Context: an optimization exercise on an open-source flow, tuned for small area, a short achievable clock period and few clock cycles per item. The choices shown serve that exercise and are no tape-out recipe.
Function was checked by simulation only, so behaviour that the tests miss may differ from the original.

[flow/run.sh]
#!/bin/bash
# synth_recipe.tcl (not shown) runs the flow's synth.tcl, then flattens the netlist and writes it again
# the make line also repeats each setting of config.mk as NAME=value (left out here)
make -C /OpenROAD-flow-scripts/flow DESIGN_CONFIG=/design/flow/config.mk WORK_HOME=/design/flow/orfs CLKGATE_MAP_FILE= SYNTH_SCRIPT=/design/flow/synth_recipe.tcl finish
[flow/design.v]
package anffl_tex_pkg;
  localparam int OFS_R    = 0;
  localparam int OFS_B    = 8;
  localparam int OFS_G    = 16;
  localparam int OFS_FLIP = 24;
  localparam int OFS_DIFF = 25;
  localparam int OFS_CW1  = 26;
  localparam int OFS_CW0  = 29;
  localparam int OFS_IDX  = 32;
  localparam int AW = 14;    
  function automatic int mod_small(input int t);
    case (t)
      0: mod_small = 2;   1: mod_small = 5;   2: mod_small = 9;   3: mod_small = 13;
      4: mod_small = 18;  5: mod_small = 24;  6: mod_small = 33;  default: mod_small = 47;
    endcase
  endfunction
  function automatic int mod_large(input int t);
    case (t)
      0: mod_large = 8;   1: mod_large = 17;  2: mod_large = 29;  3: mod_large = 42;
      4: mod_large = 60;  5: mod_large = 80;  6: mod_large = 106; default: mod_large = 183;
    endcase
  endfunction
  function automatic int z_width(input int t);
    case (t)
      0: z_width = 7;   1: z_width = 8;   2: z_width = 9;   3: z_width = 9;
      4: z_width = 10;  5: z_width = 10;  6: z_width = 10;  default: z_width = 11;
    endcase
  endfunction
  function automatic int acc_width(input int t);
    case (t)
      0: acc_width = 10;  1: acc_width = 11;  2: acc_width = 12;  3: acc_width = 12;
      4: acc_width = 13;  5: acc_width = 13;  default: acc_width = 14;
    endcase
  endfunction
  function automatic int nbits(input int v);
    nbits = 1;
    while ((1 << nbits) <= v) nbits++;
  endfunction
  function automatic logic [3:0] q4(input logic [10:0] sum);
    q4 = 4'd0;
    for (int i = 0; i < 256; i++)
      if (sum[10:3] == 8'(i)) q4 = 4'((i * 15 + 128) >> 8);
  endfunction
  function automatic logic gt_u(input logic [15:0] x, input logic [15:0] y);
    logic g;
    g = 1'b0;
    for (int i = 0; i < 16; i++) g = (x[i] & !y[i]) | (!(x[i] ^ y[i]) & g);
    gt_u = g;
  endfunction
  function automatic logic [7:0] clamp_loss(input int m, input logic [3:0] x);
    clamp_loss = 8'd0;
    for (int i = 0; i < 16; i++)
      if (x == 4'(i) && m > 17 * i) clamp_loss = 8'(m - 17 * i);
  endfunction
  function automatic logic [7:0] clamp_loss3(input int m, input logic [1:0] n0,
                                             input logic [1:0] n1, input logic [1:0] n2);
    clamp_loss3 = 8'd0;
    for (int i0 = 0; i0 < 4; i0++)
      for (int i1 = 0; i1 < 4; i1++)
        for (int i2 = 0; i2 < 4; i2++)
          if (i0 + i1 + i2 <= 3 && n0 == 2'(i0) && n1 == 2'(i1) && n2 == 2'(i2))
            clamp_loss3 = 8'(i0 * m + i1 * ((m > 17) ? m - 17 : 0)
                             + i2 * ((m > 34) ? m - 34 : 0));
  endfunction
  function automatic logic lt_const(input logic [7:0] a, input int m);
    logic lt, eq;
    lt = 1'b0;
    eq = 1'b1;
    if (m > 255) lt_const = 1'b1;
    else begin
      for (int i = 7; i >= 0; i--) begin
        if ((m >> i) & 1) begin
          lt = lt | (eq & !a[i]);
          eq = eq & a[i];
        end else begin
          eq = eq & !a[i];
        end
      end
      lt_const = lt;
    end
  endfunction
endpackage
module anffl_tex_etc1_texel_err #(
  parameter int SM = 2,
  parameter int LG = 8,
  parameter int ZW = 11
) (
  input  logic [23:0]   ap_i,     
  input  logic [23:0]   an_i,     
  input  logic [11:0]   q_i,      
  input  logic [11:0]   n_i,      
  output logic [4*ZW-1:0] z_o      
);
  localparam int WS = anffl_tex_pkg::nbits(SM);
  localparam int WL = anffl_tex_pkg::nbits(LG);
  logic [WS-1:0] msp [3], msn [3];
  logic [WL-1:0] mlp [3], mln [3];
  logic [WL-1:0] glp [3], gln [3];
  logic [1:0] np [3], nn [3];
  always_comb begin
    for (int j = 0; j < 3; j++) begin
      np[j] = n_i[2*j +: 2];
      nn[j] = n_i[6+2*j +: 2];
    end
    for (int c = 0; c < 3; c++) begin
      logic [7:0] ap, an;
      logic [3:0] q;
      ap = ap_i[8*c +: 8];
      an = an_i[8*c +: 8];
      q  = q_i[4*c +: 4];
      msp[c] = anffl_tex_pkg::lt_const(ap, SM) ? ap[WS-1:0] : WS'(SM);
      msn[c] = anffl_tex_pkg::lt_const(an, SM) ? an[WS-1:0] : WS'(SM);
      mlp[c] = anffl_tex_pkg::lt_const(ap, LG) ? ap[WL-1:0] : WL'(LG);
      mln[c] = anffl_tex_pkg::lt_const(an, LG) ? an[WL-1:0] : WL'(LG);
      glp[c] = WL'(anffl_tex_pkg::clamp_loss(LG, 4'd15 - q));
      gln[c] = WL'(anffl_tex_pkg::clamp_loss(LG, q));
    end
  end
  logic [ZW-1:0] ksp, ksn, klp, kln;
  always_comb begin
    ksp = ZW'(anffl_tex_pkg::clamp_loss3(SM, np[0], np[1], np[2]));
    ksn = ZW'(anffl_tex_pkg::clamp_loss3(SM, nn[0], nn[1], nn[2]));
    if (LG <= 51) begin
      klp = ZW'(anffl_tex_pkg::clamp_loss3(LG, np[0], np[1], np[2]));
      kln = ZW'(anffl_tex_pkg::clamp_loss3(LG, nn[0], nn[1], nn[2]));
    end else begin
      klp = ZW'(glp[0]) + ZW'(glp[1]) + ZW'(glp[2]);
      kln = ZW'(gln[0]) + ZW'(gln[1]) + ZW'(gln[2]);
    end
  end
  logic [ZW-1:0] z [4];
  always_comb begin
    z[0] = ZW'(3 * (LG - SM)) + ksp
         + ZW'({msp[0], 1'b0}) + ZW'({msp[1], 1'b0}) + ZW'({msp[2], 1'b0});
    z[1] = klp
         + ZW'({mlp[0], 1'b0}) + ZW'({mlp[1], 1'b0}) + ZW'({mlp[2], 1'b0});
    z[2] = ZW'(3 * (LG - SM)) + ksn
         + ZW'({msn[0], 1'b0}) + ZW'({msn[1], 1'b0}) + ZW'({msn[2], 1'b0});
    z[3] = kln
         + ZW'({mln[0], 1'b0}) + ZW'({mln[1], 1'b0}) + ZW'({mln[2], 1'b0});
  end
  assign z_o = {z[3], z[2], z[1], z[0]};
endmodule
module anffl_tex_etc1_encoder
(
  input  logic        clk,
  input  logic        rst_n,
  input  logic        in_valid,
  output logic        in_ready,
  input  logic [23:0] in_texel,
  output logic        out_valid,
  input  logic        out_ready,
  output logic [63:0] out_block,
  output logic        busy
);
  localparam int AW = anffl_tex_pkg::AW;
  logic [3:0] ph, widx, ph_n, widx_n;
  logic       pend, run_q, done_pend, fill, ov, rdy_q, busy_q;
  logic       ov_o, slot_q, pok_q, rdy_i;
  logic       last_q;    
  logic       inc;       
  logic       pend_n, run_n, done_n, fill_n, ov_n, start_n;
  logic [2:0] nblk, nblk_n;
  logic       start, ev0, wr, ta, tb, idle;
  logic       v1, v2, v3;
  assign start     = (ph == 4'd0) && pend && (!done_pend || !ov);
  assign ev0       = (ph == 4'd0) ? start : run_q;
  assign rdy_i     = slot_q && pok_q;
  assign inc       = in_valid && last_q;
  assign wr        = in_valid && rdy_i;
  assign ta        = (ph == 4'd3) && done_pend && !ov && !fill;
  assign tb        = (ph == 4'd5) && fill;
  assign in_ready  = rdy_q;
  assign out_valid = ov_o;
  assign idle      = (widx == 4'd0) && !pend && !run_q && !done_pend && !fill
                     && !v1 && !v2 && !v3;
  assign busy      = busy_q;
  always_comb begin
    ph_n    = (ph == 4'd0 && idle && !wr) ? 4'd0 : ph + 4'd1;
    widx_n  = wr ? widx + 4'd1 : widx;
    pend_n  = inc ? 1'b1 : (start ? 1'b0 : pend);
    run_n   = (ph == 4'd0) ? start : run_q;
    done_n  = (ph == 4'd15 && run_q) ? 1'b1 : (tb ? 1'b0 : done_pend);
    fill_n  = ta ? 1'b1 : (tb ? 1'b0 : fill);
    ov_n    = tb ? 1'b1 : ((ov && out_ready) ? 1'b0 : ov);
    case ({inc, ov && out_ready})
      2'b10:   nblk_n = nblk + 3'd1;
      2'b01:   nblk_n = nblk - 3'd1;
      default: nblk_n = nblk;
    endcase
    start_n = (ph_n == 4'd0) && pend_n && (!done_n || !ov_n);
  end
  logic dec_ok, busy_n, rdy_n;
  logic [3:0] rdy_w;    
  logic [3:0] slot_w, pok_w, last_w;
  logic       slot_n, pok_n, last_n;
  assign dec_ok = ov;
  always_comb begin
    for (int k = 0; k < 4; k++) begin
      logic       w, o, pn, dn, on, sn;
      logic [3:0] wn, phk;
      w  = k[1] && rdy_i;
      o  = k[0];
      wn = w ? widx + 4'd1 : widx;
      phk = (ph == 4'd0 && idle && !w) ? 4'd0 : ph + 4'd1;
      pn = (w && widx == 4'd15) ? 1'b1 : (start ? 1'b0 : pend);
      on = tb ? 1'b1 : ((ov && o) ? 1'b0 : ov);
      sn = (phk == 4'd0) && pn && (!done_n || !on);
      slot_w[k] = (phk == wn);
      pok_w[k]  = !pn || sn;
      rdy_w[k]  = slot_w[k] && pok_w[k];
      last_w[k] = rdy_w[k] && (wn == 4'd15);
    end
    last_n = last_w[{in_valid, out_ready}];
    rdy_n  = rdy_w[{in_valid, out_ready}];
    slot_n = slot_w[{in_valid, out_ready}];
    pok_n  = pok_w[{in_valid, out_ready}];
    case ({inc, out_ready && dec_ok})
      2'b10:   busy_n = 1'b1;
      2'b01:   busy_n = (nblk > 3'd1);
      default: busy_n = (nblk != 3'd0);
    endcase
  end
  always_ff @(posedge clk or negedge rst_n) begin
    if (!rst_n) begin
      ph        <= '0;
      widx      <= '0;
      pend      <= 1'b0;
      run_q     <= 1'b0;
      done_pend <= 1'b0;
      fill      <= 1'b0;
      ov        <= 1'b0;
      nblk      <= '0;
      rdy_q     <= 1'b0;
      busy_q    <= 1'b0;
      slot_q    <= 1'b0;
      pok_q     <= 1'b0;
      ov_o      <= 1'b0;
      last_q    <= 1'b0;
    end else begin
      ph        <= ph_n;
      widx      <= widx_n;
      pend      <= pend_n;
      run_q     <= run_n;
      done_pend <= done_n;
      fill      <= fill_n;
      ov        <= ov_n;
      nblk      <= nblk_n;
      rdy_q     <= rdy_n;
      busy_q    <= busy_n;
      slot_q    <= slot_n;
      pok_q     <= pok_n;
      ov_o      <= tb || (ov_o && !out_ready);
      last_q    <= last_n;
    end
  end
  logic [23:0] tr [16];
  always_ff @(posedge clk) begin
    for (int i = 0; i < 15; i++) tr[i] <= tr[i+1];
    tr[15] <= wr ? in_texel : tr[0];
  end
  logic [10:0] sum [2][3];
  logic [1:0]  wsb;       
  logic        tfirst;    
  logic [3:0]  qb [2][3];
  always_ff @(posedge clk or negedge rst_n)
    if (!rst_n) wsb <= '0;
    else        wsb <= {wr && widx[1], wr && !widx[1]};
  always_ff @(posedge clk)
    tfirst <= (widx[3:2] == 2'd0) && !widx[0];
  always_ff @(posedge clk) begin
    for (int s = 0; s < 2; s++) begin
      logic upd;
      upd = wsb[s];
      for (int c = 0; c < 3; c++)
        sum[s][c] <= ((upd && tfirst) ? 11'd0 : sum[s][c])
                   + (upd ? 11'(tr[15][8*c +: 8]) : 11'd0);
    end
    if (ph == 4'd15) for (int c = 0; c < 3; c++) qb[0][c] <= anffl_tex_pkg::q4(sum[0][c]);
    if (ph == 4'd1)  for (int c = 0; c < 3; c++) qb[1][c] <= anffl_tex_pkg::q4(sum[1][c]);
  end
  logic [23:0] ap1, an1;
  logic [11:0] q1, n1;
  always_ff @(posedge clk) begin
    for (int j = 0; j < 3; j++) begin
      logic [1:0] np, nn;
      np = '0;
      nn = '0;
      for (int c = 0; c < 3; c++) begin
        np = np + 2'(qb[ph[1]][c] == 4'(15 - j));
        nn = nn + 2'(qb[ph[1]][c] == 4'(j));
      end
      n1[2*j +: 2]     <= np;
      n1[6 + 2*j +: 2] <= nn;
    end
    for (int c = 0; c < 3; c++) begin
      logic [3:0] qc;
      logic [8:0] d;
      qc = qb[ph[1]][c];
      d  = {1'b0, tr[0][8*c +: 8]} - {1'b0, qc, qc};
      ap1[8*c +: 8] <= d[8] ? 8'd0 : d[7:0];
      an1[8*c +: 8] <= d[8] ? 8'(-d) : 8'd0;
      q1[4*c +: 4] <= qc;
    end
  end
  always_ff @(posedge clk or negedge rst_n)
    if (!rst_n) v1 <= 1'b0; else v1 <= ev0;
  logic signed [AW-1:0] acc [2][8];
  logic [15:0]          cnew;
  logic       sb1, sb2;
  logic [1:0] upd, ini;
  always_ff @(posedge clk) begin
    sb1 <= ph[1];
    sb2 <= sb1;
    upd <= {v2 && sb2, v2 && !sb2};
    ini <= {ph == 4'd3 && run_q, ph == 4'd1 && run_q};
  end
  for (genvar t = 0; t < 8; t++) begin : g_tbl
    localparam int ZW = anffl_tex_pkg::z_width(t);
    localparam int TW = anffl_tex_pkg::acc_width(t);
    localparam int LG = anffl_tex_pkg::mod_large(t);
    logic [4*ZW-1:0] z;
    logic [ZW-1:0] z2 [4];
    logic [ZW-1:0] z3;
    logic [1:0]    c3;
    anffl_tex_etc1_texel_err #(
      .SM(anffl_tex_pkg::mod_small(t)),
      .LG(LG),
      .ZW(ZW)
    ) u_err (
      .ap_i (ap1),
      .an_i (an1),
      .q_i  (q1),
      .n_i  (n1),
      .z_o  (z)
    );
    always_ff @(posedge clk) for (int k = 0; k < 4; k++) z2[k] <= z[k*ZW +: ZW];
    always_ff @(posedge clk) begin
      logic [ZW-1:0] z01, z23;
      logic          c01, c23;
      c01 = anffl_tex_pkg::gt_u(16'(z2[1]), 16'(z2[0]));
      z01 = c01 ? z2[1] : z2[0];
      c23 = anffl_tex_pkg::gt_u(16'(z2[3]), 16'(z2[2]));
      z23 = c23 ? z2[3] : z2[2];
      if (anffl_tex_pkg::gt_u(16'(z23), 16'(z01))) begin z3 <= z23; c3 <= {1'b1, c23}; end
      else           begin z3 <= z01; c3 <= {1'b0, c01}; end
    end
    assign cnew[2*t +: 2] = c3;
    logic signed [TW-1:0] tacc [2];
    always_ff @(posedge clk)
      for (int s = 0; s < 2; s++)
        tacc[s] <= ini[s] ? TW'(24 * LG) : tacc[s] - (upd[s] ? TW'(z3) : TW'(0));
    assign acc[0][t] = AW'(tacc[0]);
    assign acc[1][t] = AW'(tacc[1]);
  end
  always_ff @(posedge clk or negedge rst_n)
    if (!rst_n) begin
      v2 <= 1'b0;
      v3 <= 1'b0;
    end else begin
      v2 <= v1;
      v3 <= v2;
    end
  logic [15:0] cr [16];
  always_ff @(posedge clk) begin
    for (int i = 0; i < 15; i++) cr[i] <= cr[i+1];
    cr[15] <= v3 ? cnew : cr[0];
  end
  logic [15:0] xs [8];       
  logic [15:0] v1t [4], v2t [2];
  logic        i1t [4];
  logic [1:0]  i2t [2];
  logic [2:0]  bt;
  always_comb
    for (int t = 0; t < 8; t++)
      xs[t] = 16'({!acc[ph[1]][t][AW-1], acc[ph[1]][t][AW-2:0]});
  always_ff @(posedge clk) begin
    for (int p = 0; p < 4; p++) begin
      i1t[p] <= anffl_tex_pkg::gt_u(xs[2*p], xs[2*p+1]);
      v1t[p] <= anffl_tex_pkg::gt_u(xs[2*p], xs[2*p+1]) ? xs[2*p+1] : xs[2*p];
    end
    for (int p = 0; p < 2; p++)
      if (anffl_tex_pkg::gt_u(v1t[2*p], v1t[2*p+1])) begin
        v2t[p] <= v1t[2*p+1];
        i2t[p] <= {1'b1, i1t[2*p+1]};
      end else begin
        v2t[p] <= v1t[2*p];
        i2t[p] <= {1'b0, i1t[2*p]};
      end
  end
  assign bt = anffl_tex_pkg::gt_u(v2t[0], v2t[1]) ? {1'b1, i2t[1]} : {1'b0, i2t[0]};
  logic [11:0] qo [2];
  logic [63:0] ob;
  always_ff @(posedge clk) begin
    if (ph == 4'd15 && run_q) begin
      for (int c = 0; c < 3; c++) begin
        qo[0][4*c +: 4] <= qb[0][c];
        qo[1][4*c +: 4] <= qb[1][c];
      end
    end
    if (ta) begin
      ob[anffl_tex_pkg::OFS_R + 4 +: 4] <= qo[0][8 +: 4];
      ob[anffl_tex_pkg::OFS_B + 4 +: 4] <= qo[0][0 +: 4];
      ob[anffl_tex_pkg::OFS_G + 4 +: 4] <= qo[0][4 +: 4];
      ob[anffl_tex_pkg::OFS_CW0 +: 3]   <= bt;
      for (int j = 0; j < 16; j++)
        if (j % 4 < 2) begin
          logic [15:0] cw;
          cw = cr[j];
          ob[anffl_tex_pkg::OFS_IDX + 2 * (4 * (j / 4) + 3 - j % 4) +: 2] <= cw[2 * bt +: 2];
        end
    end
    if (tb) begin
      ob[anffl_tex_pkg::OFS_R +: 4] <= qo[1][8 +: 4];
      ob[anffl_tex_pkg::OFS_B +: 4] <= qo[1][0 +: 4];
      ob[anffl_tex_pkg::OFS_G +: 4] <= qo[1][4 +: 4];
      ob[anffl_tex_pkg::OFS_CW1 +: 3] <= bt;
      for (int j = 0; j < 16; j++)
        if (j % 4 >= 2) begin
          logic [15:0] cw;
          cw = cr[(j + 14) % 16];
          ob[anffl_tex_pkg::OFS_IDX + 2 * (4 * (j / 4) + 3 - j % 4) +: 2] <= cw[2 * bt +: 2];
        end
    end
  end
  assign out_block = {ob[63:26], 2'b00, ob[23:0]};
endmodule
[flow/constraint.sdc]
create_clock -name core_clock -period 17.0 [get_ports {clk}]
set_input_delay 3.4000 -clock core_clock [delete_from_list [all_inputs] [get_ports {clk}]]
set_output_delay 3.4000 -clock core_clock [all_outputs]
set_load 0.01 [all_outputs]
[flow/config.mk]
export PLATFORM = sky130hd
export DESIGN_NAME = anffl_tex_etc1_encoder
export DESIGN_NICKNAME = anffl_tex_etc1_encoder
export VERILOG_FILES = /design/flow/design.v
export SDC_FILE = /design/flow/constraint.sdc
export NUM_CORES = 4
export LEC_CHECK = 0
export CAP_MARGIN = 20
export CORE_MARGIN = 2
export CORE_UTILIZATION = 40
export CTS_CLUSTER_DIAMETER = 100
export CTS_CLUSTER_SIZE = 25
export SLEW_MARGIN = 20
==> results of run 1 <==
-- stage by stage --
stage | cells | hold WS (ps) | instance area, um^2 | utilization
floorplan | 8820 | 309.6 | 84370 | -
global placement | 11468 | 309.6 | 88200 | 0.4209
detailed placement | 11468 | 312.1 | 88200 | 0.4209
CTS | 11584 | 313.6 | 90520 | 0.4319
global route | 11585 | 316.4 | 90550 | 0.4321
finish | 11592 | 306.3 | 90570 | 0.4322
-- registers in the layout (all words and copies together) (netlist names), 27 cells and up --
| name | flops |
|---|---|
| cr | 256 |
| g_tbl.tacc | 196 |
| g_tbl.z2 | 278 |
| g_tbl.z3 | 73 |
| ob | 62 |
| sum | 66 |
| tr | 384 |
| v1t | 53 |
| v2t | 27 |
-- synthesized netlist by cell type (78+ instances only) --
master	n
nand2b_1	116
ha_1	835
inv_1	1138
a21o_1	111
clkbuf_1	286
a21oi_1	427
and2_1	160
o21ai_0	323
xor2_1	78
nand2_1	750
nand3_1	111
nor2_1	599
nor2b_1	142
mux2i_1	271
o21a_1	78
nor3_1	179
a211oi_1	78
dfxtp_1	1436
edfxtp_1	110
fa_1	441
xnor2_1	230
-- critical path, cell delays in order (launching register included) --
cell,delay [ps]
dfxtp_1,440
or2_1,420
nor2_1,810
inv_2,300
nor2_4,290
inv_1,200
nor2_2,320
nand2_1,120
or2_2,300
ha_1,280
inv_1,50
fa_1,500
fa_1,440
ha_1,230
fa_1,390
xnor2_1,130
-- area by class of cell --
| type | instances | area share |
|---|---|---|
| tap | 2805 | 0.03875 |
| clock inverter | 22 | 0.003329 |
| multi-input combinational | 5755 | 0.5086 |
| timing repair buffer | 185 | 0.01788 |
| inverter | 1151 | 0.04770 |
| sequential | 1572 | 0.3612 |
| antenna | 8 | 0.0002210 |
| clock buffer | 94 | 0.02233 |
-- per-layer routing --
metal  GRT usage  up-vias  share of wire
met2      0.3466     1429           0.47
met1      0.2762    28912           0.45
met5           0        -       0.000062
met3     0.02589      309          0.046
met4     0.07239        2          0.039
li1            -    29004              -
-- worst paths after layout --
| check | to | depth (start not counted) | slack, ps |
|---|---|---|---|
| hold reg to reg | cr[5][1]$_DFF_P_ | 0 | 310 |
| setup reg to reg | g_tbl[1].z2[0][5]$_DFF_P_ | 15 | 11670 |
| setup / recovery | g_tbl[1].z2[0][5]$_DFF_P_ | 15 | 11670 |
| hold / removal | cr[5][1]$_DFF_P_ | 0 | 310 |
| max in group asynchronous | ph[1]$_DFF_PN0_ | 2 | 13690 |
| min in group asynchronous | busy_q$_DFF_PN0_ | 2 | 3010 |
-- cell families after synthesis --
logic type,Yosys count
fa+ha+maj,1276
other cells,1
buf+inv,1493
flops,1572
mux,317
compound gates,1487
simple gates,2365
xor+xnor,308
==> impl_metrics.env, run 1 <==
export IMPL_yosys_top_cells_area="dfxtp_1 34%, ha_1 12%, fa_1 10%, inv_1 5.1%, edfxtp_1 3.9%"
export IMPL_place_gp_congestion=0.9250
export IMPL_drt_total_wl_um=225900
export IMPL_synthXorXnorAreaFrac=0.03198
export IMPL_finClkSkew_ps=41.89
export IMPL_cts_root_buf="clkbuf_16"
export IMPL_multi_input_area_mm2=0.04606
export IMPL_worst_pin_slew_ps=1129
export IMPL_path_class="register to register"
export IMPL_rows=168
export IMPL_nFillCells=20295
export IMPL_synth_fa_ha_area_frac=0.2285
export IMPL_synth_cell_types=102
export IMPL_finalHoldViolations=0
export IMPL_synth_seq_cells=1572
export IMPL_initial_core_util=0.4026
export IMPL_cts_htree_levels=3
export IMPL_critPathMaxFanout=13
export IMPL_clock_sinks=1572
export IMPL_avgSynthCellArea_um2=9.566
export IMPL_synth_top_area_frac=0.3408
export IMPL_slew_violations=0
export IMPL_wl_per_cell_um=19.48
export IMPL_insertion_delay_ps=760
export IMPL_max_cap_viol_count=0
export IMPL_synthFlopType="dfxtp_1"
export IMPL_fin_tns_setup_ps=0
export IMPL_startpoint_type="register"
export IMPL_drive_gt1_frac=0.03930
export IMPL_synthMuxAreaShare=0.03852
export IMPL_portBuffers=92
export IMPL_min_period_ps=5328
export IMPL_drt_iter0_drc=4318
export IMPL_antenna_found_initial=18
export IMPL_synth_simple_area_share=0.1334
export IMPL_finalWorstSetupSlack_ps=11670
export IMPL_rsz0062_at_grt="false"
export IMPL_die_h_um=463.2
export IMPL_synth_edf_count=110
export IMPL_cts_tree="yes"
export IMPL_grt_max_degree=74
export IMPL_cts_inserted_buffers=78
export IMPL_overflow=0
export IMPL_reg2reg_from="ap1[23]$_SDFF_PN0_"
export IMPL_die_area_mm2=0.2146
export IMPL_synth_area_leader_cell="dfxtp_1"
export IMPL_synth_seq_area_share=0.3876
export IMPL_syn_inst=8819
export IMPL_setup_viol=0
export IMPL_final_cell_mix="1432 x dfxtp_1, 1137 x inv_1, 835 x ha_1, 749 x nand2_1, 598 x nor2_1"
export IMPL_dr_pass1_iters=5
export IMPL_postRouteAntennaNets=0
export IMPL_required_ps=17660
export IMPL_cts_buffer_depth=3
export IMPL_grt_pass1_wl_um=348200
export IMPL_fmax_mhz=187.7
export IMPL_end_kind="register"
export IMPL_cts_setup_buffers=0
export IMPL_grtUsageTotal=0.2076
export IMPL_seqCellArea_mm2=0.03271
export IMPL_ys_warn_count=108
export IMPL_core_mm2=0.2096
export IMPL_status="timing/DRC/antenna clean"
export IMPL_routed_via_count=59656
export IMPL_drc_errors=0
export IMPL_mostFrequentLayoutCell="dfxtp_1"
export IMPL_place_hpwl_um=176000
export IMPL_final_nets=10047
export IMPL_crit_path_start="ap1[23]$_SDFF_PN0_"
export IMPL_dp_slack_ps=11620
export IMPL_min_path_type="register to register"
export IMPL_netlist_area_mm2=0.08436
export IMPL_clkTransAtPathRegs_ps=90
export IMPL_arrival_ps=5990
export IMPL_dieWidth_um=463.2
export IMPL_io_pin_count=95
export IMPL_period_share=0.3134
export IMPL_cts_hold_buf=0
export IMPL_synth_top_family_by_area="adder cells"
export IMPL_post_cts_resized=0
export IMPL_via_per_inst=5.146
export IMPL_synth_compound_gate_area_share=0.1129
export IMPL_area_growth_pct=7.353
export IMPL_worstHoldStart="cr[6][1]$_DFF_P_"
export IMPL_grt_pass1_vias=59678
export IMPL_maxSlewHeadroom=0.2392
export IMPL_synthArstFlopShare=0.01654
Testbench counts, summed over its fixed seeds: cycles 6,328, blocks 384.
==> inputs of run 2 (changes only) <==
--- a/flow/design.v
+++ b/flow/design.v
@@ -63,4 +63,15 @@
                              + i2 * ((m > 34) ? m - 34 : 0));
   endfunction
+  function automatic logic [15:0] clamp_loss3c(input int m, input logic [1:0] n0,
+                                               input logic [1:0] n1, input logic [1:0] n2,
+                                               input int k);
+    clamp_loss3c = 16'(k);
+    for (int i0 = 0; i0 < 4; i0++)
+      for (int i1 = 0; i1 < 4; i1++)
+        for (int i2 = 0; i2 < 4; i2++)
+          if (i0 + i1 + i2 <= 3 && n0 == 2'(i0) && n1 == 2'(i1) && n2 == 2'(i2))
+            clamp_loss3c = 16'(k + i0 * m + i1 * ((m > 17) ? m - 17 : 0)
+                               + i2 * ((m > 34) ? m - 34 : 0));
+  endfunction
   function automatic logic lt_const(input logic [7:0] a, input int m);
     logic lt, eq;
@@ -119,6 +130,6 @@
   logic [ZW-1:0] ksp, ksn, klp, kln;
   always_comb begin
-    ksp = ZW'(anffl_tex_pkg::clamp_loss3(SM, np[0], np[1], np[2]));
-    ksn = ZW'(anffl_tex_pkg::clamp_loss3(SM, nn[0], nn[1], nn[2]));
+    ksp = ZW'(anffl_tex_pkg::clamp_loss3c(SM, np[0], np[1], np[2], 3 * (LG - SM)));
+    ksn = ZW'(anffl_tex_pkg::clamp_loss3c(SM, nn[0], nn[1], nn[2], 3 * (LG - SM)));
     if (LG <= 51) begin
       klp = ZW'(anffl_tex_pkg::clamp_loss3(LG, np[0], np[1], np[2]));
@@ -131,9 +142,9 @@
   logic [ZW-1:0] z [4];
   always_comb begin
-    z[0] = ZW'(3 * (LG - SM)) + ksp
+    z[0] = ksp
          + ZW'({msp[0], 1'b0}) + ZW'({msp[1], 1'b0}) + ZW'({msp[2], 1'b0});
     z[1] = klp
          + ZW'({mlp[0], 1'b0}) + ZW'({mlp[1], 1'b0}) + ZW'({mlp[2], 1'b0});
-    z[2] = ZW'(3 * (LG - SM)) + ksn
+    z[2] = ksn
          + ZW'({msn[0], 1'b0}) + ZW'({msn[1], 1'b0}) + ZW'({msn[2], 1'b0});
     z[3] = kln
==> run 2 against run 1 <==
Net effect: still clean on timing, DRC and antenna; die area fell by 1.2%; setup slack got worse by 520 ps; global-route usage rose by 0.46 points; sequential share of layout area rose by 0.31 points.
==> impl_metrics.env, run 2 <==
export IMPL_synth_seq_cells=1565
export IMPL_synth_edf_count=110
export IMPL_clkTransAtPathRegs_ps=100
export IMPL_cts_hold_buf=0
export IMPL_crit_path_start="an1[23]$_SDFF_PP0_"
export IMPL_critPathMostFrequentCell="inv_1"
export IMPL_wl_per_cell_um=19.95
export IMPL_grt_pass1_vias=58112
export IMPL_cp_top_family="simple AND/OR/NAND/NOR gates"
export IMPL_top_register="tr"
export IMPL_post_cts_resized=0
export IMPL_die_h_um=460.4
export IMPL_syn_inst=8553
export IMPL_finClkSkew_ps=52.10
export IMPL_grtUsageTotal=0.2122
export IMPL_cts_root_buf="clkbuf_16"
export IMPL_maxSlewHeadroom=0.2767
export IMPL_crit_chain="nor2_2 -> inv_1 -> nor2_1 -> inv_1 -> nor2_2 -> inv_1 -> nor2_1 -> inv_1 -> nor2_1 -> nand2_1 -> fa_1 -> inv_1 -> fa_1 -> ha_1 -> inv_1 -> fa_1 -> o31ai_1"
export IMPL_initial_core_util=0.4023
export IMPL_antenna_found_initial=16
export IMPL_rows=167
export IMPL_synth_cell_types=87
export IMPL_synthFlopType="dfxtp_1"
export IMPL_end_kind="register"
export IMPL_insertion_delay_ps=760
export IMPL_yosys_top_cells_count="1429 x dfxtp_1, 1092 x inv_1, 751 x ha_1"
export IMPL_worstHoldStart="tr[11][17]$_DFF_P_"
export IMPL_synth_seq_area_share=0.3908
export IMPL_min_path_type="register to register"
export IMPL_grt_busiest_layer="met2"
export IMPL_arrival_ps=6530
export IMPL_top_regs="tr: 384 flops, g_tbl.z2: 271 flops, cr: 256 flops"
export IMPL_drt_iter0_drc=3887
export IMPL_netlist_area_mm2=0.08331
export IMPL_fmax_mhz=170.9
export IMPL_via_per_inst=5.132
export IMPL_yosys_top_cells_area="dfxtp_1 34%, ha_1 11%, fa_1 11%, inv_1 4.9%, edfxtp_1 4.0%"
export IMPL_mostFrequentLayoutCell="dfxtp_1"
export IMPL_min_period_ps=5853
export IMPL_dr_pass1_iters=6
export IMPL_final_cell_mix="1425 x dfxtp_1, 1091 x inv_1, 751 x ha_1, 690 x nand2_1, 629 x nor2_1"
export IMPL_placed_area_mm2=0.08707
export IMPL_synth_top_area_frac=0.3434
export IMPL_critPathMaxFanout=14
export IMPL_cts_inserted_buffers=77
export IMPL_grt_max_degree=59
export IMPL_grt_use_met2=0.3460
export IMPL_overflow=0
export IMPL_cts_setup_buffers=0
export IMPL_cts_htree_levels=3
export IMPL_dieWidth_um=460.4
export IMPL_finalHoldViolations=0
export IMPL_die_area_mm2=0.2119
export IMPL_core_mm2=0.2071
export IMPL_place_hpwl_um=178000
export IMPL_startpoint_type="register"
export IMPL_setup_viol=0
export IMPL_fin_area_mm2=0.08942
export IMPL_path_class="register to register"
export IMPL_crit_path_top_delay_cell="nor2_1"
export IMPL_period_share=0.3443
export IMPL_ys_warn_count=108
export IMPL_reg2reg_from="an1[23]$_SDFF_PP0_"
export IMPL_postRouteAntennaNets=0
export IMPL_portBuffers=92
export IMPL_grt_pass1_wl_um=347000
export IMPL_synth_area_leader_cell="dfxtp_1"
export IMPL_status="timing/DRC/antenna clean"
export IMPL_drive_gt1_frac=0.04778
export IMPL_max_stage_delay_ps=800
export IMPL_largest_register_ffs=384
export IMPL_synthArstFlopShare=0.01661
export IMPL_worst_pin_slew_ps=1078
export IMPL_synth_most_common_cell="dfxtp_1"
export IMPL_slew_violations=0
export IMPL_final_nets=9711
export IMPL_area_growth_pct=7.334
export IMPL_cts_tree="yes"
export IMPL_drc_errors=0
export IMPL_routed_via_count=58047
export IMPL_drt_total_wl_um=225600
export IMPL_grt_util_met1=0.2825
export IMPL_max_cap_viol_count=0
export IMPL_clock_sinks=1565
export IMPL_rsz0062_at_grt="false"
export IMPL_use_met3=0.02779
export IMPL_io_pin_count=95
export IMPL_cts_buffer_depth=3
export IMPL_crit_buf_inv=6
export IMPL_place_gp_congestion=0.9526
export IMPL_required_ps=17680
export IMPL_fin_tns_setup_ps=0
export IMPL_avgSynthCellArea_um2=9.740
-- run 2: changes by cell type after synthesis, sizes merged, moves of 27 or more --
cell	before	now
mux4	1	34
inv	1145	1092
nor3	181	117
nor2	607	636
ha	835	751
nand2	750	690
mux2	45	105
o21ai	341	312
xor2	78	105
a211oi	78	45
-- run 2: cell type report --
class / count / area, um^2
inverters: 1092 / 4099
well taps: 2788 / 3488
fillers: 19902 / 117700
diodes: 4 / 10.01
flip-flops and latches: 1565 / 32570
clock inverters: 20 / 315.3
clock buffers: 99 / 2019
multi-input cells: 5576 / 45430
repair buffers: 167 / 1484
-- run 2: final timing paths --
kind,end,slack (ps),cells after the start
max,g_tbl[1].z2[2][6]$_DFF_P_,11150,17
max in group asynchronous,ph[1]$_DFF_PN0_,13680,2
min reg2reg,tr[10][17]$_DFF_P_,310,0
min,tr[10][17]$_DFF_P_,310,0
max reg2reg,g_tbl[1].z2[2][6]$_DFF_P_,11150,17
min in group asynchronous,nblk[2]$_DFFE_PN0N_,3030,2
-- run 2: cell families (layout without fill, tap and decap cells) --
kind of cell,after synthesis,count (layout),synth area share
fa+ha+maj,1208,1208,0.2221
compound gates,1340,1340,0.1010
xor+xnor,342,342,0.03595
other cells,1,6,0.00004501
mux,409,409,0.05582
flops,1565,1565,0.3908
buf+inv,1413,1378,0.06443
simple gates,2275,2275,0.1298
-- run 2: layer usage --
| layer | vias up | share of wire |
|---|---|---|
| met5 | - | 0.00033 |
| met4 | 10 | 0.048 |
| met3 | 380 | 0.049 |
| met2 | 1471 | 0.46 |
| met1 | 28171 | 0.44 |
| li1 | 28015 | - |
-- run 2: stage by stage --
stage	instances	setup WS (ps)	util	hold slack (ps)
finish	11311	11150	0.4318	308.6
global route	11311	10740	0.4318	316.5
global placement	11188	11410	0.4204	309.8
floorplan	8554	12540	-	309.6
detailed placement	11188	11230	0.4205	312.1
CTS	11307	11200	0.4317	304.6
Testbench counts of run 2, summed over its fixed seeds: cycles 6,328, blocks 384.
==> inputs of run 3 (changes only) <==
--- a/flow/design.v
+++ b/flow/design.v
@@ -37,4 +37,16 @@
     while ((1 << nbits) <= v) nbits++;
   endfunction
+  function automatic int mod_sorted(input int i);
+    case (i)
+      0: mod_sorted = 2;    1: mod_sorted = 5;    2: mod_sorted = 8;    3: mod_sorted = 9;
+      4: mod_sorted = 13;   5: mod_sorted = 17;   6: mod_sorted = 18;   7: mod_sorted = 24;
+      8: mod_sorted = 29;   9: mod_sorted = 33;  10: mod_sorted = 42;  11: mod_sorted = 47;
+      12: mod_sorted = 60; 13: mod_sorted = 80;  14: mod_sorted = 106; default: mod_sorted = 183;
+    endcase
+  endfunction
+  function automatic int mod_place(input int m);
+    mod_place = 0;
+    for (int i = 0; i < 16; i++) if (mod_sorted(i) == m) mod_place = i;
+  endfunction
   function automatic logic [3:0] q4(input logic [10:0] sum);
     q4 = 4'd0;
@@ -99,4 +111,7 @@
   input  logic [23:0]   ap_i,     
   input  logic [23:0]   an_i,     
+  input  logic [2:0]    pos_i,    
+  input  logic [2:0]    neg_i,    
+  input  logic [47:0]   lt_i,     
   input  logic [11:0]   q_i,      
   input  logic [11:0]   n_i,      
@@ -117,11 +132,14 @@
       logic [7:0] ap, an;
       logic [3:0] q;
+      logic       lts, ltl;
       ap = ap_i[8*c +: 8];
       an = an_i[8*c +: 8];
       q  = q_i[4*c +: 4];
-      msp[c] = anffl_tex_pkg::lt_const(ap, SM) ? ap[WS-1:0] : WS'(SM);
-      msn[c] = anffl_tex_pkg::lt_const(an, SM) ? an[WS-1:0] : WS'(SM);
-      mlp[c] = anffl_tex_pkg::lt_const(ap, LG) ? ap[WL-1:0] : WL'(LG);
-      mln[c] = anffl_tex_pkg::lt_const(an, LG) ? an[WL-1:0] : WL'(LG);
+      lts    = lt_i[16*c + anffl_tex_pkg::mod_place(SM)];
+      ltl    = lt_i[16*c + anffl_tex_pkg::mod_place(LG)];
+      msp[c] = lts ? ap[WS-1:0] : (pos_i[c] ? WS'(SM) : WS'(0));
+      msn[c] = lts ? an[WS-1:0] : (neg_i[c] ? WS'(SM) : WS'(0));
+      mlp[c] = ltl ? ap[WL-1:0] : (pos_i[c] ? WL'(LG) : WL'(0));
+      mln[c] = ltl ? an[WL-1:0] : (neg_i[c] ? WL'(LG) : WL'(0));
       glp[c] = WL'(anffl_tex_pkg::clamp_loss(LG, 4'd15 - q));
       gln[c] = WL'(anffl_tex_pkg::clamp_loss(LG, q));
@@ -292,4 +310,6 @@
   end
   logic [23:0] ap1, an1;
+  logic [2:0]  pos1, neg1;
+  logic [47:0] lt1;      
   logic [11:0] q1, n1;
   always_ff @(posedge clk) begin
@@ -312,4 +332,9 @@
       ap1[8*c +: 8] <= d[8] ? 8'd0 : d[7:0];
       an1[8*c +: 8] <= d[8] ? 8'(-d) : 8'd0;
+      pos1[c]       <= !d[8] && (d != 9'd0);
+      neg1[c]       <= d[8];
+      for (int i = 0; i < 16; i++)
+        lt1[16*c + i] <= anffl_tex_pkg::gt_u(16'({!d[8], d[7:0]}), 16'(256 - anffl_tex_pkg::mod_sorted(i)))
+                      && anffl_tex_pkg::gt_u(16'(256 + anffl_tex_pkg::mod_sorted(i)), 16'({!d[8], d[7:0]}));
       q1[4*c +: 4] <= qc;
     end
@@ -342,4 +367,7 @@
       .ap_i (ap1),
       .an_i (an1),
+      .pos_i(pos1),
+      .neg_i(neg1),
+      .lt_i (lt1),
       .q_i  (q1),
       .n_i  (n1),
==> run 3 against run 2 <==
Net effect: design area is 5.7% higher; global-route usage rose by 1.2 points; clock skew up 9.1 ps; largest cell class unchanged; highest routed layer unchanged.
==> impl_metrics.env, run 3 <==
export IMPL_status="timing/DRC/antenna clean"
export IMPL_critPathMaxFanout=34
export IMPL_initial_core_util=0.4023
export IMPL_via_per_inst=5.360
export IMPL_synth_seq_area_share=0.3812
export IMPL_postRouteAntennaNets=0
export IMPL_min_period_ps=5188
export IMPL_crit_chain="mux2i_1 -> inv_1 -> ha_1 -> fa_1 -> nand2b_1 -> a21boi_0 -> o21ai_1 -> a21o_1 -> a21oi_1 -> clkinv_1 -> or4_1 -> o32ai_1"
export IMPL_overflow=0
export IMPL_syn_inst=9314
export IMPL_slew_violations=0
export IMPL_min_path_type="register to register"
export IMPL_end_kind="register"
export IMPL_rsz0062_at_grt="false"
export IMPL_fin_tns_setup_ps=0
export IMPL_setup_viol=0
export IMPL_r2r_cells=12
export IMPL_cp_top_family="compound AO/OA/AOI/OAI gates"
export IMPL_r2r_slack_ps=11810
export IMPL_finalHoldViolations=0
export IMPL_max_stage_delay_ps=950
export IMPL_path_class="register to register"
export IMPL_synth_area_leader_cell="dfxtp_1"
export IMPL_cts_htree_levels=3
export IMPL_synth_seq_cells=1620
export IMPL_place_gp_congestion=0.9468
export IMPL_drt_iter0_drc=5346
export IMPL_min_to="cr[1][9]$_DFF_P_"
export IMPL_cts_inserted_buffers=81
export IMPL_die_area_mm2=0.2246
export IMPL_post_cts_resized=0
export IMPL_crit_path_top_delay_cell="dfrtp_4"
export IMPL_synth_most_common_cell="dfxtp_1"
export IMPL_crit_buf_inv=2
export IMPL_grtUsageTotal=0.2238
export IMPL_drt_total_wl_um=255300
export IMPL_avgSynthCellArea_um2=9.482
export IMPL_io_pin_count=95
export IMPL_cts_setup_buffers=0
export IMPL_largest_register_ffs=384
export IMPL_reg2reg_from="ph[1]$_DFF_PN0_"
export IMPL_cts_hold_buf=0
export IMPL_synth_edf_count=110
export IMPL_max_cap_viol_count=0
export IMPL_cts_tree="yes"
export IMPL_grt_max_degree=84
export IMPL_grt_pass1_vias=63204
export IMPL_mostFrequentLayoutCell="dfxtp_1"
export IMPL_synth_top_area_frac=0.3364
export IMPL_yosys_top_cells_area="dfxtp_1 34%, ha_1 11%, fa_1 10%, inv_1 4.6%, edfxtp_1 3.7%"
export IMPL_cts_root_buf="clkbuf_16"
export IMPL_drc_errors=0
export IMPL_place_hpwl_um=194500
export IMPL_core_mm2=0.2195
export IMPL_die_h_um=473.9
export IMPL_required_ps=17660
export IMPL_hold_depth=0
export IMPL_synthFlopType="dfxtp_1"
export IMPL_yosys_top_cells_count="1484 x dfxtp_1, 1075 x inv_1, 870 x nand2_1"
export IMPL_period_share=0.3052
export IMPL_r2r_end="lt1[33]$_DFF_P_"
export IMPL_final_cell_mix="1471 x dfxtp_1, 1074 x inv_1, 870 x nand2_1, 763 x ha_1, 588 x a21oi_1"
export IMPL_arrival_ps=5850
export IMPL_dr_pass1_iters=9
export IMPL_netlist_area_mm2=0.08831
export IMPL_finClkSkew_ps=61.24
export IMPL_final_nets=10422
export IMPL_routed_via_count=64862
export IMPL_synth_cell_types=105
export IMPL_clkTransAtPathRegs_ps=100
export IMPL_worst_pin_slew_ps=1192
export IMPL_clock_sinks=1620
export IMPL_portBuffers=92
export IMPL_synthArstFlopShare=0.01605
export IMPL_fmax_mhz=192.8
export IMPL_rows=172
export IMPL_maxSlewHeadroom=0.2045
export IMPL_cts_buffer_depth=3
export IMPL_insertion_delay_ps=810
export IMPL_drive_gt1_frac=0.04511
export IMPL_top_register="tr"
export IMPL_area_growth_pct=7.044
export IMPL_wl_per_cell_um=21.10
export IMPL_top_regs="tr: 384 flops, g_tbl.z2: 272 flops, cr: 256 flops"
export IMPL_startpoint_type="register"
export IMPL_dieWidth_um=473.9
export IMPL_ys_warn_count=108
export IMPL_grt_pass1_wl_um=384300
export IMPL_antenna_found_initial=17
export IMPL_worstHoldStart="cr[2][9]$_DFF_P_"
## run 3: cell count changes after synthesis, sizes merged, moves of 51 or more
cell / previous run / this run
a21oi: 426 / 590
clkbuf: 263 / 342
dfxtp: 1429 / 1484
mux2i: 270 / 321
nand2: 690 / 870
nor2: 636 / 520
nor2b: 136 / 211
nor3: 117 / 207
## run 3: cells by family (layout without fill, tap and decap cells)
kind of cell	after synthesis	count (layout)	share of synthesized area
AND/OR/NAND/NOR	2537	2537	0.1388
XOR/XNOR	293	293	0.02960
buffers and inverters	1484	1391	0.06361
adder cells (fa/ha/maj)	1217	1217	0.2109
AO/OA/AOI/OAI	1752	1752	0.1280
other	1	9	0.00004246
multiplexers	410	410	0.04786
flip-flops	1620	1620	0.3812
## run 3: worst register-to-register path, cell delays in order (launching register included)
cell and delay (ps):
dfrtp_4 950, mux2i_1 460, inv_1 160, ha_1 240, fa_1 400, nand2b_1 150
a21boi_0 210, o21ai_1 110, a21o_1 190, a21oi_1 640, clkinv_1 660, or4_1 740
o32ai_1 190
## run 3: per-stage QoR
stage               hold slack, ps  setup slack, ps  cell area [um^2]    util  std cells
floorplan                    309.6            12440             88320       -       9315
global placement             309.6            11880             92000  0.4191      11964
detailed placement           312.1            11820             92020  0.4192      11965
CTS                          306.7            11770             94500  0.4305      12092
global route                 314.9            11310             94520  0.4306      12096
finish                       309.3            11810             94530  0.4307      12100
## run 3: worst max-delay path by stage
stage,start,end,cells after the start
4_1_cts,ph[1]$_DFF_PN0_,lt1[33]$_DFF_P_,12
3_5_place_dp,ph[1]$_DFF_PN0_,lt1[33]$_DFF_P_,12
2_1_floorplan,ph[2]$_DFF_PN0_,ob[12]$_DFFE_PP_,4
3_3_place_gp,in_valid,widx[3]$_DFFE_PN0P_,4
6_report,ph[1]$_DFF_PN0_,lt1[33]$_DFF_P_,12
5_1_grt,ph[1]$_DFF_PN0_,lt1[33]$_DFF_P_,12
## run 3: routing by layer
| metal | wire, um | track usage | vias up |
|---|---|---|---|
| met4 | 12040 | 0.08979 | 4 |
| met1 | 115500 | 0.3057 | 31368 |
| met2 | 112700 | 0.3547 | 1976 |
| met3 | 15090 | 0.03301 | 464 |
| li1 | - | - | 31050 |
| met5 | 23 | 0 | - |
## run 3: layout make-up
class | instances | area, um^2
fill | 21084 | 125000
multi-input combinational | 6211 | 49100
sequential | 1620 | 33680
inverter | 1086 | 4080
tap | 2871 | 3592
clock buffer | 104 | 2133
timing repair buffer | 178 | 1579
clock inverter | 23 | 346.6
antenna | 7 | 17.52
Testbench counts of run 3, summed over its fixed seeds: cycles 6,328, blocks 384.
==> inputs of run 4 (changes only) <==
--- a/flow/design.v
+++ b/flow/design.v
@@ -37,16 +37,4 @@
     while ((1 << nbits) <= v) nbits++;
   endfunction
-  function automatic int mod_sorted(input int i);
-    case (i)
-      0: mod_sorted = 2;    1: mod_sorted = 5;    2: mod_sorted = 8;    3: mod_sorted = 9;
-      4: mod_sorted = 13;   5: mod_sorted = 17;   6: mod_sorted = 18;   7: mod_sorted = 24;
-      8: mod_sorted = 29;   9: mod_sorted = 33;  10: mod_sorted = 42;  11: mod_sorted = 47;
-      12: mod_sorted = 60; 13: mod_sorted = 80;  14: mod_sorted = 106; default: mod_sorted = 183;
-    endcase
-  endfunction
-  function automatic int mod_place(input int m);
-    mod_place = 0;
-    for (int i = 0; i < 16; i++) if (mod_sorted(i) == m) mod_place = i;
-  endfunction
   function automatic logic [3:0] q4(input logic [10:0] sum);
     q4 = 4'd0;
@@ -111,7 +99,4 @@
   input  logic [23:0]   ap_i,     
   input  logic [23:0]   an_i,     
-  input  logic [2:0]    pos_i,    
-  input  logic [2:0]    neg_i,    
-  input  logic [47:0]   lt_i,     
   input  logic [11:0]   q_i,      
   input  logic [11:0]   n_i,      
@@ -132,14 +117,11 @@
       logic [7:0] ap, an;
       logic [3:0] q;
-      logic       lts, ltl;
       ap = ap_i[8*c +: 8];
       an = an_i[8*c +: 8];
       q  = q_i[4*c +: 4];
-      lts    = lt_i[16*c + anffl_tex_pkg::mod_place(SM)];
-      ltl    = lt_i[16*c + anffl_tex_pkg::mod_place(LG)];
-      msp[c] = lts ? ap[WS-1:0] : (pos_i[c] ? WS'(SM) : WS'(0));
-      msn[c] = lts ? an[WS-1:0] : (neg_i[c] ? WS'(SM) : WS'(0));
-      mlp[c] = ltl ? ap[WL-1:0] : (pos_i[c] ? WL'(LG) : WL'(0));
-      mln[c] = ltl ? an[WL-1:0] : (neg_i[c] ? WL'(LG) : WL'(0));
+      msp[c] = anffl_tex_pkg::lt_const(ap, SM) ? ap[WS-1:0] : WS'(SM);
+      msn[c] = anffl_tex_pkg::lt_const(an, SM) ? an[WS-1:0] : WS'(SM);
+      mlp[c] = anffl_tex_pkg::lt_const(ap, LG) ? ap[WL-1:0] : WL'(LG);
+      mln[c] = anffl_tex_pkg::lt_const(an, LG) ? an[WL-1:0] : WL'(LG);
       glp[c] = WL'(anffl_tex_pkg::clamp_loss(LG, 4'd15 - q));
       gln[c] = WL'(anffl_tex_pkg::clamp_loss(LG, q));
@@ -185,8 +167,5 @@
   localparam int AW = anffl_tex_pkg::AW;
   logic [3:0] ph, widx, ph_n, widx_n;
-  logic       pend, run_q, done_pend, fill, ov, rdy_q, busy_q;
-  logic       ov_o, slot_q, pok_q, rdy_i;
-  logic       last_q;    
-  logic       inc;       
+  logic       pend, run_q, done_pend, fill, ov, wr_d, rdy_q, busy_q;
   logic       pend_n, run_n, done_n, fill_n, ov_n, start_n;
   logic [2:0] nblk, nblk_n;
@@ -195,11 +174,9 @@
   assign start     = (ph == 4'd0) && pend && (!done_pend || !ov);
   assign ev0       = (ph == 4'd0) ? start : run_q;
-  assign rdy_i     = slot_q && pok_q;
-  assign inc       = in_valid && last_q;
-  assign wr        = in_valid && rdy_i;
+  assign wr        = in_valid && rdy_q;
   assign ta        = (ph == 4'd3) && done_pend && !ov && !fill;
   assign tb        = (ph == 4'd5) && fill;
   assign in_ready  = rdy_q;
-  assign out_valid = ov_o;
+  assign out_valid = ov;
   assign idle      = (widx == 4'd0) && !pend && !run_q && !done_pend && !fill
                      && !v1 && !v2 && !v3;
@@ -208,10 +185,10 @@
     ph_n    = (ph == 4'd0 && idle && !wr) ? 4'd0 : ph + 4'd1;
     widx_n  = wr ? widx + 4'd1 : widx;
-    pend_n  = inc ? 1'b1 : (start ? 1'b0 : pend);
+    pend_n  = (wr && widx == 4'd15) ? 1'b1 : (start ? 1'b0 : pend);
     run_n   = (ph == 4'd0) ? start : run_q;
     done_n  = (ph == 4'd15 && run_q) ? 1'b1 : (tb ? 1'b0 : done_pend);
     fill_n  = ta ? 1'b1 : (tb ? 1'b0 : fill);
     ov_n    = tb ? 1'b1 : ((ov && out_ready) ? 1'b0 : ov);
-    case ({inc, ov && out_ready})
+    case ({wr && widx == 4'd15, ov && out_ready})
       2'b10:   nblk_n = nblk + 3'd1;
       2'b01:   nblk_n = nblk - 3'd1;
@@ -220,8 +197,7 @@
     start_n = (ph_n == 4'd0) && pend_n && (!done_n || !ov_n);
   end
-  logic dec_ok, busy_n, rdy_n;
+  logic inc_ok, dec_ok, busy_n, rdy_n;
   logic [3:0] rdy_w;    
-  logic [3:0] slot_w, pok_w, last_w;
-  logic       slot_n, pok_n, last_n;
+  assign inc_ok = rdy_q && (widx == 4'd15);
   assign dec_ok = ov;
   always_comb begin
@@ -229,5 +205,5 @@
       logic       w, o, pn, dn, on, sn;
       logic [3:0] wn, phk;
-      w  = k[1] && rdy_i;
+      w  = k[1] && rdy_q;
       o  = k[0];
       wn = w ? widx + 4'd1 : widx;
@@ -236,14 +212,8 @@
       on = tb ? 1'b1 : ((ov && o) ? 1'b0 : ov);
       sn = (phk == 4'd0) && pn && (!done_n || !on);
-      slot_w[k] = (phk == wn);
-      pok_w[k]  = !pn || sn;
-      rdy_w[k]  = slot_w[k] && pok_w[k];
-      last_w[k] = rdy_w[k] && (wn == 4'd15);
+      rdy_w[k] = (phk == wn) && (!pn || sn);
     end
-    last_n = last_w[{in_valid, out_ready}];
-    rdy_n  = rdy_w[{in_valid, out_ready}];
-    slot_n = slot_w[{in_valid, out_ready}];
-    pok_n  = pok_w[{in_valid, out_ready}];
-    case ({inc, out_ready && dec_ok})
+    rdy_n = rdy_w[{in_valid, out_ready}];
+    case ({in_valid && inc_ok, out_ready && dec_ok})
       2'b10:   busy_n = 1'b1;
       2'b01:   busy_n = (nblk > 3'd1);
@@ -260,11 +230,8 @@
       fill      <= 1'b0;
       ov        <= 1'b0;
+      wr_d      <= 1'b0;
       nblk      <= '0;
       rdy_q     <= 1'b0;
       busy_q    <= 1'b0;
-      slot_q    <= 1'b0;
-      pok_q     <= 1'b0;
-      ov_o      <= 1'b0;
-      last_q    <= 1'b0;
     end else begin
       ph        <= ph_n;
@@ -275,11 +242,8 @@
       fill      <= fill_n;
       ov        <= ov_n;
+      wr_d      <= wr;
       nblk      <= nblk_n;
       rdy_q     <= rdy_n;
       busy_q    <= busy_n;
-      slot_q    <= slot_n;
-      pok_q     <= pok_n;
-      ov_o      <= tb || (ov_o && !out_ready);
-      last_q    <= last_n;
     end
   end
@@ -310,6 +274,4 @@
   end
   logic [23:0] ap1, an1;
-  logic [2:0]  pos1, neg1;
-  logic [47:0] lt1;      
   logic [11:0] q1, n1;
   always_ff @(posedge clk) begin
@@ -332,9 +294,4 @@
       ap1[8*c +: 8] <= d[8] ? 8'd0 : d[7:0];
       an1[8*c +: 8] <= d[8] ? 8'(-d) : 8'd0;
-      pos1[c]       <= !d[8] && (d != 9'd0);
-      neg1[c]       <= d[8];
-      for (int i = 0; i < 16; i++)
-        lt1[16*c + i] <= anffl_tex_pkg::gt_u(16'({!d[8], d[7:0]}), 16'(256 - anffl_tex_pkg::mod_sorted(i)))
-                      && anffl_tex_pkg::gt_u(16'(256 + anffl_tex_pkg::mod_sorted(i)), 16'({!d[8], d[7:0]}));
       q1[4*c +: 4] <= qc;
     end
@@ -367,7 +324,4 @@
       .ap_i (ap1),
       .an_i (an1),
-      .pos_i(pos1),
-      .neg_i(neg1),
-      .lt_i (lt1),
       .q_i  (q1),
       .n_i  (n1),
==> run 4 against run 3 <==
Net effect: synthesized area fell by 4.7%; clock skew fell by 6.2 ps; worst hold slack got worse by 32 ps; sequential share of layout area rose by 0.39 points; die area fell by 4.7%; flip-flop and latch count fell by 59.
==> impl_metrics.env, run 4 <==
export IMPL_min_path_type="register to register"
export IMPL_path_class="register to register"
export IMPL_min_period_ps=5429
export IMPL_setup_viol=0
export IMPL_maxSlewHeadroom=0.2443
export IMPL_synth_seq_cells=1561
export IMPL_post_cts_resized=0
export IMPL_grt_pass1_vias=59343
export IMPL_r2r_cells=19
export IMPL_mostFrequentLayoutCell="dfxtp_1"
export IMPL_die_area_mm2=0.2140
export IMPL_top_register="tr"
export IMPL_synth_cell_types=96
export IMPL_overflow=0
export IMPL_io_pin_count=95
export IMPL_core_mm2=0.2094
export IMPL_drive_gt1_frac=0.04557
export IMPL_slew_violations=0
export IMPL_cts_setup_buffers=0
export IMPL_clkTransAtPathRegs_ps=100
export IMPL_portBuffers=92
export IMPL_insertion_delay_ps=740
export IMPL_finClkSkew_ps=55.02
export IMPL_dr_pass1_iters=5
export IMPL_fmax_mhz=184.2
export IMPL_yosys_top_cells_count="1429 x dfxtp_1, 1127 x inv_1, 752 x ha_1"
export IMPL_yosys_top_cells_area="dfxtp_1 34%, ha_1 11%, fa_1 11%, inv_1 5.0%, edfxtp_1 3.9%"
export IMPL_cts_hold_buf=0
export IMPL_worst_pin_slew_ps=1126
export IMPL_final_nets=9882
export IMPL_drt_total_wl_um=224500
export IMPL_synth_area_leader_cell="dfxtp_1"
export IMPL_hold_depth=0
export IMPL_grt_pass1_wl_um=346400
export IMPL_synth_most_common_cell="dfxtp_1"
export IMPL_utilization=0.4306
export IMPL_finalHoldViolations=0
export IMPL_clock_sinks=1561
export IMPL_grt_busiest_layer="met2"
export IMPL_grt_max_degree=56
export IMPL_synth_edf_count=110
export IMPL_cts_inserted_buffers=77
export IMPL_avgSynthCellArea_um2=9.608
export IMPL_drt_iter0_drc=4100
export IMPL_rows=168
export IMPL_grtUsageTotal=0.2066
export IMPL_synthFlopType="dfxtp_1"
export IMPL_final_cell_mix="1425 x dfxtp_1, 1124 x inv_1, 752 x ha_1, 702 x nand2_1, 514 x nor2_1"
export IMPL_critPathMaxFanout=12
export IMPL_cts_htree_levels=3
export IMPL_status="timing/DRC/antenna clean"
export IMPL_end_kind="register"
export IMPL_grt_util_met1=0.2738
export IMPL_area_growth_pct=7.131
export IMPL_top_regs="tr: 384 flops, g_tbl.z2: 271 flops, cr: 256 flops"
export IMPL_dieWidth_um=462.7
export IMPL_postRouteAntennaNets=0
export IMPL_ys_warn_count=108
export IMPL_place_hpwl_um=174100
export IMPL_netlist_area_mm2=0.08414
export IMPL_syn_inst=8758
export IMPL_nFillCells=20210
export IMPL_routed_via_count=59665
export IMPL_initial_core_util=0.4019
export IMPL_drc_errors=0
export IMPL_place_gp_congestion=0.9482
export IMPL_die_h_um=462.7
export IMPL_cts_buffer_depth=3
export IMPL_synth_top_area_frac=0.3400
export IMPL_startpoint_type="register"
export IMPL_fin_tns_setup_ps=0
export IMPL_via_per_inst=5.188
export IMPL_largest_register_ffs=384
export IMPL_period_share=0.3193
export IMPL_cts_root_buf="clkbuf_16"
export IMPL_rsz0062_at_grt="false"
export IMPL_use_met3=0.03162
export IMPL_max_cap_viol_count=0
export IMPL_r2r_slack_ps=11570
export IMPL_grt_use_met2=0.3339
export IMPL_antenna_found_initial=15
export IMPL_synthArstFlopShare=0.01409
export IMPL_cts_tree="yes"
export IMPL_hold_slack_ps=277.4
export IMPL_synth_seq_area_share=0.3858
export IMPL_required_ps=17610
export IMPL_arrival_ps=6040
export IMPL_wl_per_cell_um=19.52
## run 4: cell count changes in the layout (fill, tap and decap cells not counted), sizes merged, moves of 48 or more
cell | before | now
a21oi | 590 | 476
dfxtp | 1484 | 1429
mux2i | 321 | 267
nand2 | 870 | 703
nand2b | 88 | 136
nor2b | 211 | 115
or3 | 36 | 87
## run 4: layer usage
layer | vias to the layer above | routed length (um)
li1 | 28947 | -
met5 | - | 65
met1 | 28937 | 99860
met2 | 1443 | 102400
met3 | 328 | 11830
met4 | 10 | 10350
## run 4: per-stage QoR
stage                     area, um^2  setup slack [ps]  instances
after global routing           90130             11240      11495
after detailed placement       87800             11050      11374
after global placement         87800             10960      11374
after CTS                      90100             11640      11494
after floorplan                84150             11900       8759
final                          90150             11570      11500
## run 4: critical path, cell delays in order (launching register included)
cell	delay, ps
dfxtp_1	470
nor2_2	360
inv_2	160
nor2_2	430
inv_1	230
nor2_1	710
inv_1	250
o21ai_0	140
nand2b_1	100
fa_1	510
inv_1	50
fa_1	460
inv_1	60
ha_1	160
inv_1	50
fa_1	420
inv_1	80
a21oi_1	60
o21bai_1	200
xor2_1	400
## run 4: area by class of cell
type / instances / area [um^2] / area share
inverter: 1134 / 4257 / 0.04722
antenna: 5 / 12.51 / 0.0001388
tap: 2805 / 3510 / 0.03893
clock buffer: 102 / 2073 / 0.02300
timing repair buffer: 174 / 1531 / 0.01699
multi-input combinational: 5701 / 46060 / 0.5109
sequential: 1561 / 32470 / 0.3603
clock inverter: 18 / 229.0 / 0.002540
## run 4: cells by family (layout without fill, tap and decap cells)
kind of cell,Yosys count,in the layout,synth area share
simple gates,2298,2298,0.1324
compound gates,1566,1566,0.1190
flops,1561,1561,0.3858
buf+inv,1497,1428,0.06773
fa+ha+maj,1206,1206,0.2197
mux,383,383,0.04956
xor+xnor,246,246,0.02577
other cells,1,7,0.00004457
## run 4: path summary, 6_finish.rpt
path                                    start                         to
max                        ap1[15]$_SDFF_PN0_  g_tbl[4].z2[0][6]$_DFF_P_
min                         tr[3][22]$_DFF_P_          tr[2][22]$_DFF_P_
max reg2reg                ap1[15]$_SDFF_PN0_  g_tbl[4].z2[0][6]$_DFF_P_
min reg2reg                 tr[3][22]$_DFF_P_          tr[2][22]$_DFF_P_
max in group asynchronous               rst_n            ph[1]$_DFF_PN0_
min in group asynchronous               rst_n           busy_q$_DFF_PN0_
Testbench counts of run 4, summed over its fixed seeds: cycles 6,328, blocks 384.

[re-timing with driven ports]
In the flow no input, the clock included, has a driving cell. The finished layouts below were timed again as built, in two steps.
Step 1 assumes that a clkbuf_16 drives the clock port and a buf_2 every other input.
Step 2 adds t to the input delays and takes it off the output delays; t is the mean of the earliest and latest rising clock arrival at the registers after step 1. Input paths then give back, and output paths get back, about the clock's delay inside the block.
Three values: no drivers, after step 1, after step 2; two values: the first two.
| run | shift t [ns] | slack for setup (ns) | clock arrival spread, ns | slew at the worst register clock pin (ns) | worst data-port slew with drivers (ns) |
|---|---|---|---|---|---|
| run 1 | 0.821 | 11.672 / 11.672 / 11.672 | 0.043 / 0.042 | 0.11 / 0.11 | 0.06 |
| run 2 | 0.820 | 11.147 / 11.147 / 11.147 | 0.056 / 0.056 | 0.11 / 0.11 | 0.07 |
| run 3 | 0.859 | 11.812 / 11.787 / 11.812 | 0.075 / 0.074 | 0.11 / 0.11 | 0.05 |
| run 4 | 0.806 | 11.571 / 11.571 / 11.115 | 0.059 / 0.059 | 0.11 / 0.11 | 0.06 |
After both steps every run listed still meets setup and hold. For run 4, which loses most, drivers alone change the setup slack by 0.000 ns; drivers and shift together by -0.456 ns.
